Source: an optimization exercise on an open RTL-to-GDS flow (aim: small area and a short achievable clock period). Production flows keep margins and buffers that such runs may drop.
Power and IR drop assume default switching activity.

==> flow/design.v <==
package mem_resp_pkg;
  localparam int unsigned MR_ADDR_W = 8;
  localparam int unsigned MR_DATA_W = 8;
  localparam int unsigned MR_DEPTH  = 200;
  localparam int unsigned MR_RD_LAT = 2;
  localparam int unsigned             MR_FILL_W   = 64;
  localparam logic [MR_FILL_W-1:0]    MR_OOR_FILL = '1;
endpackage
module mem_resp_sel #(
  parameter int unsigned N = 32,
  parameter int unsigned W = 8
) (
  input  logic [N-1:0]   sel,
  input  logic [N*W-1:0] d,
  output logic [W-1:0]   y
);
  always_comb begin
    y = '0;
    for (int unsigned e = 0; e < N; e++) y = y | ({W{sel[e]}} & d[e*W +: W]);
  end
endmodule
module mem_resp_dec #(
  parameter int unsigned A = 5,
  parameter int unsigned N = 32
) (
  input  logic [A-1:0] a,
  output logic [N-1:0] sel
);
  always_comb begin
    for (int unsigned e = 0; e < N; e++) sel[e] = a == A'(e);
  end
endmodule
module mem_responder #(
  parameter int unsigned ADDR_W = mem_resp_pkg::MR_ADDR_W,
  parameter int unsigned DATA_W = mem_resp_pkg::MR_DATA_W,
  parameter int unsigned DEPTH  = mem_resp_pkg::MR_DEPTH
) (
  input  logic              clk,
  input  logic              rst_n,
  input  logic              enable,
  input  logic              read,
  input  logic [ADDR_W-1:0] addr,
  input  logic [DATA_W-1:0] wdata,
  output logic [DATA_W-1:0] data,
  output logic              data_valid,
  output logic              err
);
  localparam logic [DATA_W-1:0] FILL = DATA_W'(mem_resp_pkg::MR_OOR_FILL);
  localparam int unsigned       NCOL = 16;                         
  localparam int unsigned       NROW = (DEPTH + NCOL - 1) / NCOL;  
  localparam int unsigned       NENT = 32;                         
  localparam int unsigned       NGRP = (DEPTH + NENT - 1) / NENT;  
  logic w_in_range, w_wr_req, w_rd_req;
  assign w_in_range = 32'(addr) < DEPTH;
  assign w_wr_req   = enable & ~read;
  assign w_rd_req   = enable & read;
  logic [NCOL-1:0]   r_col_n;
  logic [NROW-1:0]   r_row_wr_n;
  logic [DATA_W-1:0] r_wdata;
  always_ff @(posedge clk or negedge rst_n) begin
    if (!rst_n) begin
      r_col_n    <= '0;
      r_row_wr_n <= '0;
      r_wdata    <= '0;
    end else begin
      for (int unsigned j = 0; j < NCOL; j++) r_col_n[j] <= addr[3:0] != 4'(j);
      for (int unsigned i = 0; i < NROW; i++) r_row_wr_n[i] <= ~(w_wr_req & (addr[7:4] == 4'(i)));
      if (w_wr_req) r_wdata <= wdata;
    end
  end
  logic [DATA_W-1:0] r_mem [DEPTH];
  for (genvar b = 0; b < DEPTH; b++) begin : g_mem
    always_ff @(posedge clk) begin
      if (~(r_row_wr_n[b / NCOL] | r_col_n[b % NCOL])) r_mem[b] <= r_wdata;
    end
  end
  logic [DATA_W-1:0] w_part [NGRP];
  logic              w_hit;
  logic [NENT-1:0] w_ent [(NGRP + 1) / 2];
  for (genvar p = 0; p < (NGRP + 1) / 2; p++) begin : g_dec
    mem_resp_dec #(.A(5), .N(NENT)) u_dec (
      .a   (addr[4:0]),
      .sel (w_ent[p])
    );
  end
  for (genvar g = 0; g < NGRP; g++) begin : g_sel
    localparam int unsigned NE = (DEPTH - g * NENT < NENT) ? DEPTH - g * NENT : NENT;
    logic [NE*DATA_W-1:0] w_d;
    for (genvar e = 0; e < NE; e++) begin : g_d
      assign w_d[e*DATA_W +: DATA_W] = r_mem[g * NENT + e];
    end
    mem_resp_sel #(.N(NE), .W(DATA_W)) u_sel (
      .sel (w_ent[g / 2][NE-1:0]),
      .d   (w_d),
      .y   (w_part[g])
    );
  end
  assign w_hit = ~(r_row_wr_n[addr[7:4]] | r_col_n[addr[3:0]]);
  logic [DATA_W-1:0] r_part [NGRP];
  logic [NGRP-1:0]   r_grp;      
  logic              r_hit;
  logic              r_oor;
  logic              r_rd;
  always_ff @(posedge clk) begin
    for (int unsigned g = 0; g < NGRP; g++) r_part[g] <= w_part[g];
    for (int unsigned g = 0; g < NGRP; g++) r_grp[g] <= addr[7:5] == 3'(g);
    r_hit  <= w_hit;
    r_oor  <= ~w_in_range;
  end
  always_ff @(posedge clk or negedge rst_n) begin
    if (!rst_n) r_rd <= 1'b0;
    else        r_rd <= w_rd_req;
  end
  logic [DATA_W-1:0] w_rd_data;
  always_comb begin
    w_rd_data = '0;
    for (int unsigned g = 0; g < NGRP; g++)
      w_rd_data = w_rd_data | ({DATA_W{r_grp[g]}} & r_part[g]);
    if (r_hit) w_rd_data = r_wdata;
    if (r_oor) w_rd_data = FILL;
  end
  logic              r_valid;
  logic              r_err;
  logic [DATA_W-1:0] r_data;
  always_ff @(posedge clk or negedge rst_n) begin
    if (!rst_n) begin
      r_valid <= 1'b0;
      r_err   <= 1'b0;
      r_data  <= '0;
    end else begin
      r_valid <= r_rd;
      r_err   <= (r_rd & r_oor) | (w_wr_req & ~w_in_range);
      if (r_rd) r_data <= w_rd_data;
    end
  end
  assign data       = r_data;
  assign data_valid = r_valid;
  assign err        = r_err;
endmodule
Settings: LEC_CHECK=0, CAP_MARGIN=20, CORE_MARGIN=2, CORE_UTILIZATION=70, CTS_CLUSTER_DIAMETER=150, CTS_CLUSTER_SIZE=30, PLACE_DENSITY_LB_ADDON=0.08, SETUP_SLACK_MARGIN=3.6, SLEW_MARGIN=20, SYNTH_HIERARCHICAL=1; clock period 6.0 ns.
run.sh (not shown) runs the stock make flow with config.mk's settings and CLKGATE_MAP_FILE= SYNTH_SCRIPT=/design/flow/synth_recipe.tcl, a recipe that flattens the netlist after the stock synthesis.
Rerun with:
--- a/flow/design.v
+++ b/flow/design.v
@@ -13,10 +13,12 @@
   input  logic [N-1:0]   sel,
   input  logic [N*W-1:0] d,
-  output logic [W-1:0]   y
+  output logic [W-1:0]   y_n
 );
+  logic [W-1:0] y;
   always_comb begin
     y = '0;
     for (int unsigned e = 0; e < N; e++) y = y | ({W{sel[e]}} & d[e*W +: W]);
   end
+  assign y_n = ~y;
 endmodule
 module mem_resp_dec #(
@@ -75,27 +77,25 @@
     end
   end
-  logic [DATA_W-1:0] w_part [NGRP];
+  logic [DATA_W-1:0] w_part_n [NGRP];
   logic              w_hit;
-  logic [NENT-1:0] w_ent [(NGRP + 1) / 2];
-  for (genvar p = 0; p < (NGRP + 1) / 2; p++) begin : g_dec
-    mem_resp_dec #(.A(5), .N(NENT)) u_dec (
-      .a   (addr[4:0]),
-      .sel (w_ent[p])
-    );
-  end
   for (genvar g = 0; g < NGRP; g++) begin : g_sel
     localparam int unsigned NE = (DEPTH - g * NENT < NENT) ? DEPTH - g * NENT : NENT;
+    logic [NE-1:0]        w_ent;
     logic [NE*DATA_W-1:0] w_d;
     for (genvar e = 0; e < NE; e++) begin : g_d
       assign w_d[e*DATA_W +: DATA_W] = r_mem[g * NENT + e];
     end
+    mem_resp_dec #(.A(5), .N(NE)) u_dec (
+      .a   (addr[4:0]),
+      .sel (w_ent)
+    );
     mem_resp_sel #(.N(NE), .W(DATA_W)) u_sel (
-      .sel (w_ent[g / 2][NE-1:0]),
+      .sel (w_ent),
       .d   (w_d),
-      .y   (w_part[g])
+      .y_n (w_part_n[g])
     );
   end
   assign w_hit = ~(r_row_wr_n[addr[7:4]] | r_col_n[addr[3:0]]);
-  logic [DATA_W-1:0] r_part [NGRP];
+  logic [DATA_W-1:0] r_part_n [NGRP];   
   logic [NGRP-1:0]   r_grp;      
   logic              r_hit;
@@ -103,5 +103,5 @@
   logic              r_rd;
   always_ff @(posedge clk) begin
-    for (int unsigned g = 0; g < NGRP; g++) r_part[g] <= w_part[g];
+    for (int unsigned g = 0; g < NGRP; g++) r_part_n[g] <= w_part_n[g];
     for (int unsigned g = 0; g < NGRP; g++) r_grp[g] <= addr[7:5] == 3'(g);
     r_hit  <= w_hit;
@@ -116,5 +116,5 @@
     w_rd_data = '0;
     for (int unsigned g = 0; g < NGRP; g++)
-      w_rd_data = w_rd_data | ({DATA_W{r_grp[g]}} & r_part[g]);
+      w_rd_data = w_rd_data | ({DATA_W{r_grp[g]}} & ~r_part_n[g]);
     if (r_hit) w_rd_data = r_wdata;
     if (r_oor) w_rd_data = FILL;
After rerunning: The changed run ran to the end with no violations. Combinational power barely changes. Global-route usage went down by 2.1 points. Fmax went up by 5.3%. Critical path depth went down by 3. Area after synthesis went up by about 1.6%. Design area went down by 2.0%. Die area went up by about 1.5%. Register-to-register slack gets worse by 0.03 ns.
No functional check of the RTL was part of any run of this note.

========
== nickel ==
mem_responder, a different RTL version from the one above (not shown whole).
Size in the first run: roughly 3,500 cells after synthesis.
==> flow/design.v (excerpt) <==
module mem_responder #(
  parameter int unsigned ADDR_W = mem_resp_pkg::MR_ADDR_W,
  parameter int unsigned DATA_W = mem_resp_pkg::MR_DATA_W,
  parameter int unsigned DEPTH  = mem_resp_pkg::MR_DEPTH
) (
  input  logic              clk,
  input  logic              rst_n,
  input  logic              enable,
  input  logic              read,
  input  logic [ADDR_W-1:0] addr,
  input  logic [DATA_W-1:0] wdata,
  output logic [DATA_W-1:0] data,
  output logic              data_valid,
  output logic              err
);
==> module mem_responder, before the edit <==
module mem_responder #(
  parameter int unsigned ADDR_W = mem_resp_pkg::MR_ADDR_W,
  parameter int unsigned DATA_W = mem_resp_pkg::MR_DATA_W,
  parameter int unsigned DEPTH  = mem_resp_pkg::MR_DEPTH
) (
  input  logic              clk,
  input  logic              rst_n,
  input  logic              enable,
  input  logic              read,
  input  logic [ADDR_W-1:0] addr,
  input  logic [DATA_W-1:0] wdata,
  output logic [DATA_W-1:0] data,
  output logic              data_valid,
  output logic              err
);
  localparam logic [DATA_W-1:0] FILL = DATA_W'(mem_resp_pkg::MR_OOR_FILL);
  localparam int unsigned       NCOL = 16;                         
  localparam int unsigned       NROW = (DEPTH + NCOL - 1) / NCOL;  
  localparam int unsigned       NENT = 16;                         
  localparam int unsigned       NGRP = (DEPTH + NENT - 1) / NENT;  
  logic w_in_range, w_wr_req, w_rd_req;
  assign w_in_range = 32'(addr) < DEPTH;
  assign w_wr_req   = enable & ~read;
  assign w_rd_req   = enable & read;
  logic [NCOL-1:0]   r_col;
  logic [NROW-1:0]   r_row_wr;
  logic [DATA_W-1:0] r_wdata;
  always_ff @(posedge clk or negedge rst_n) begin
    if (!rst_n) begin
      r_col    <= '1;
      r_row_wr <= '1;
      r_wdata  <= '0;
    end else begin
      for (int unsigned j = 0; j < NCOL; j++) r_col[j] <= addr[3:0] == 4'(j);
      for (int unsigned i = 0; i < NROW; i++) r_row_wr[i] <= w_wr_req & (addr[7:4] == 4'(i));
      if (w_wr_req) r_wdata <= wdata;
    end
  end
  logic [DATA_W-1:0] r_mem [DEPTH];
  for (genvar b = 0; b < DEPTH; b++) begin : g_mem
    always_ff @(posedge clk) begin
      if (r_row_wr[b / NCOL] & r_col[b % NCOL]) r_mem[b] <= r_wdata;
    end
  end
  logic [DATA_W-1:0] w_part [NGRP];
  logic              w_hit;
  logic [NENT-1:0] w_ent [(NGRP + 1) / 2];
  for (genvar p = 0; p < (NGRP + 1) / 2; p++) begin : g_dec
    mem_resp_dec #(.A(4), .N(NENT)) u_dec (
      .a   (addr[3:0]),
      .sel (w_ent[p])
    );
  end
  for (genvar g = 0; g < NGRP; g++) begin : g_sel
    localparam int unsigned NE = (DEPTH - g * NENT < NENT) ? DEPTH - g * NENT : NENT;
    logic [NE*DATA_W-1:0] w_d;
    for (genvar e = 0; e < NE; e++) begin : g_d
      assign w_d[e*DATA_W +: DATA_W] = r_mem[g * NENT + e];
    end
    mem_resp_sel #(.N(NE), .W(DATA_W)) u_sel (
      .sel (w_ent[g / 2][NE-1:0]),
      .d   (w_d),
      .y   (w_part[g])
    );
  end
  assign w_hit = r_row_wr[addr[7:4]] & r_col[addr[3:0]];
  logic [DATA_W-1:0] r_part [NGRP];
  logic [NGRP-1:0]   r_grp;      
  logic              r_hit;
  logic              r_oor;
  logic              r_rd;
  always_ff @(posedge clk) begin
    for (int unsigned g = 0; g < NGRP; g++) r_part[g] <= w_part[g];
    for (int unsigned g = 0; g < NGRP; g++) r_grp[g] <= addr[7:4] == 4'(g);
    r_hit  <= w_hit;
    r_oor  <= ~w_in_range;
  end
  always_ff @(posedge clk or negedge rst_n) begin
    if (!rst_n) r_rd <= 1'b0;
    else        r_rd <= w_rd_req;
  end
  logic [DATA_W-1:0] w_rd_data;
  always_comb begin
    w_rd_data = '0;
    for (int unsigned g = 0; g < NGRP; g++)
      w_rd_data = w_rd_data | ({DATA_W{r_grp[g]}} & r_part[g]);
    if (r_hit) w_rd_data = r_wdata;
    if (r_oor) w_rd_data = FILL;
  end
  logic              r_valid;
  logic              r_err;
  logic [DATA_W-1:0] r_data;
  always_ff @(posedge clk or negedge rst_n) begin
    if (!rst_n) begin
      r_valid <= 1'b0;
      r_err   <= 1'b0;
      r_data  <= '0;
    end else begin
      r_valid <= r_rd;
      r_err   <= (r_rd & r_oor) | (w_wr_req & ~w_in_range);
      if (r_rd) r_data <= w_rd_data;
    end
  end
  assign data       = r_data;
  assign data_valid = r_valid;
  assign err        = r_err;
endmodule
clock: 6.0 ns
lec_check: 0
cap_margin: 20
core_margin: 2
core_utilization: 62
cts_cluster_diameter: 150
cts_cluster_size: 30
place_density_lb_addon: 0.1
setup_slack_margin: 3.5
slew_margin: 20
synth_hierarchical: 1
Changes in xenon relative to nickel:
==> flow/design.v, changed modules only <==
module mem_responder #(
  parameter int unsigned ADDR_W = mem_resp_pkg::MR_ADDR_W,
  parameter int unsigned DATA_W = mem_resp_pkg::MR_DATA_W,
  parameter int unsigned DEPTH  = mem_resp_pkg::MR_DEPTH
) (
  input  logic              clk,
  input  logic              rst_n,
  input  logic              enable,
  input  logic              read,
  input  logic [ADDR_W-1:0] addr,
  input  logic [DATA_W-1:0] wdata,
  output logic [DATA_W-1:0] data,
  output logic              data_valid,
  output logic              err
);
  localparam logic [DATA_W-1:0] FILL = DATA_W'(mem_resp_pkg::MR_OOR_FILL);
  localparam int unsigned       NCOL = 16;                         
  localparam int unsigned       NROW = (DEPTH + NCOL - 1) / NCOL;  
  localparam int unsigned       NENT = 32;                         
  localparam int unsigned       NGRP = (DEPTH + NENT - 1) / NENT;  
  logic w_in_range, w_wr_req, w_rd_req;
  assign w_in_range = 32'(addr) < DEPTH;
  assign w_wr_req   = enable & ~read;
  assign w_rd_req   = enable & read;
  logic [NCOL-1:0]   r_col;
  logic [NROW-1:0]   r_row_wr;
  logic [DATA_W-1:0] r_wdata;
  always_ff @(posedge clk or negedge rst_n) begin
    if (!rst_n) begin
      r_col    <= '1;
      r_row_wr <= '1;
      r_wdata  <= '0;
    end else begin
      for (int unsigned j = 0; j < NCOL; j++) r_col[j] <= addr[3:0] == 4'(j);
      for (int unsigned i = 0; i < NROW; i++) r_row_wr[i] <= w_wr_req & (addr[7:4] == 4'(i));
      if (w_wr_req) r_wdata <= wdata;
    end
  end
  logic [DATA_W-1:0] r_mem [DEPTH];
  for (genvar b = 0; b < DEPTH; b++) begin : g_mem
    always_ff @(posedge clk) begin
      if (r_row_wr[b / NCOL] & r_col[b % NCOL]) r_mem[b] <= r_wdata;
    end
  end
  logic [DATA_W-1:0] w_part [NGRP];
  logic              w_hit;
  for (genvar g = 0; g < NGRP; g++) begin : g_sel
    localparam int unsigned NE = (DEPTH - g * NENT < NENT) ? DEPTH - g * NENT : NENT;
    logic [NE-1:0]        w_ent;
    logic [NE*DATA_W-1:0] w_d;
    for (genvar e = 0; e < NE; e++) begin : g_d
      assign w_d[e*DATA_W +: DATA_W] = r_mem[g * NENT + e];
    end
    mem_resp_dec #(.A(5), .N(NE)) u_dec (
      .a   (addr[4:0]),
      .sel (w_ent)
    );
    mem_resp_sel #(.N(NE), .W(DATA_W)) u_sel (
      .sel (w_ent),
      .d   (w_d),
      .y   (w_part[g])
    );
  end
  assign w_hit = r_row_wr[addr[7:4]] & r_col[addr[3:0]];
  logic [DATA_W-1:0] r_part [NGRP];
  logic [NGRP-1:0]   r_grp;      
  logic              r_hit;
  logic              r_oor;
  logic              r_rd;
  always_ff @(posedge clk) begin
    for (int unsigned g = 0; g < NGRP; g++) r_part[g] <= w_part[g];
    for (int unsigned g = 0; g < NGRP; g++) r_grp[g] <= addr[7:5] == 3'(g);
    r_hit  <= w_hit;
    r_oor  <= ~w_in_range;
  end
  always_ff @(posedge clk or negedge rst_n) begin
    if (!rst_n) r_rd <= 1'b0;
    else        r_rd <= w_rd_req;
  end
  logic [DATA_W-1:0] w_rd_data;
  always_comb begin
    w_rd_data = '0;
    for (int unsigned g = 0; g < NGRP; g++)
      w_rd_data = w_rd_data | ({DATA_W{r_grp[g]}} & r_part[g]);
    if (r_hit) w_rd_data = r_wdata;
    if (r_oor) w_rd_data = FILL;
  end
  logic              r_valid;
  logic              r_err;
  logic [DATA_W-1:0] r_data;
  always_ff @(posedge clk or negedge rst_n) begin
    if (!rst_n) begin
      r_valid <= 1'b0;
      r_err   <= 1'b0;
      r_data  <= '0;
    end else begin
      r_valid <= r_rd;
      r_err   <= (r_rd & r_oor) | (w_wr_req & ~w_in_range);
      if (r_rd) r_data <= w_rd_data;
    end
  end
  assign data       = r_data;
  assign data_valid = r_valid;
  assign err        = r_err;
endmodule
- Diff nickel -> xenon: power shrank by 0.00055 W; number of antenna repair diodes moved up; area of the die down 0.0040 mm2.
- Compared with nickel, in xenon starting utilization of the core area now sits at about the same level, synthesized cell count increased 199.
Function was not checked in any run of this note: the RTL went through the layout flow alone.

-- port drivers added, routing unchanged --
No port has a modelled driver above. Below, the same layouts with a new extraction and two added sets of constraints.
Step 1 sets driving cells, clkbuf_16 on the clock port and buf_2 on the other inputs (assumed; they add their load-dependent delay and slew).
Step 2 also shifts input and output timing later by t, the mid clock arrival at the registers, as if the neighbouring blocks saw the same clock.
Three values: no drivers, after step 1, after step 2; two values: the first two.
| run | shift t [ns] | setup WS [ns] | hold WS [ns] | pins driven straight from the clock port |
|---|---|---|---|---|
| the first run of note 1 | 0.728 | 3.347 / 3.127 / 2.399 | 0.542 / 0.523 / 0.545 | 1 |
| the second run of note 1 | 0.736 | 3.480 / 3.420 / 2.740 | 0.512 / 0.512 / 0.512 | 1 |
| nickel | 0.757 | 3.428 / 3.323 / 2.566 | 0.492 / 0.492 / 0.492 | 1 |
| xenon | 0.738 | 3.412 / 3.251 / 2.512 | 0.480 / 0.480 / 0.480 | 1 |
After both steps setup and hold are still met in every run listed. The setup slack of the first run of note 1, which loses most, moves by -0.220 ns with the drivers and by -0.948 ns with both steps.
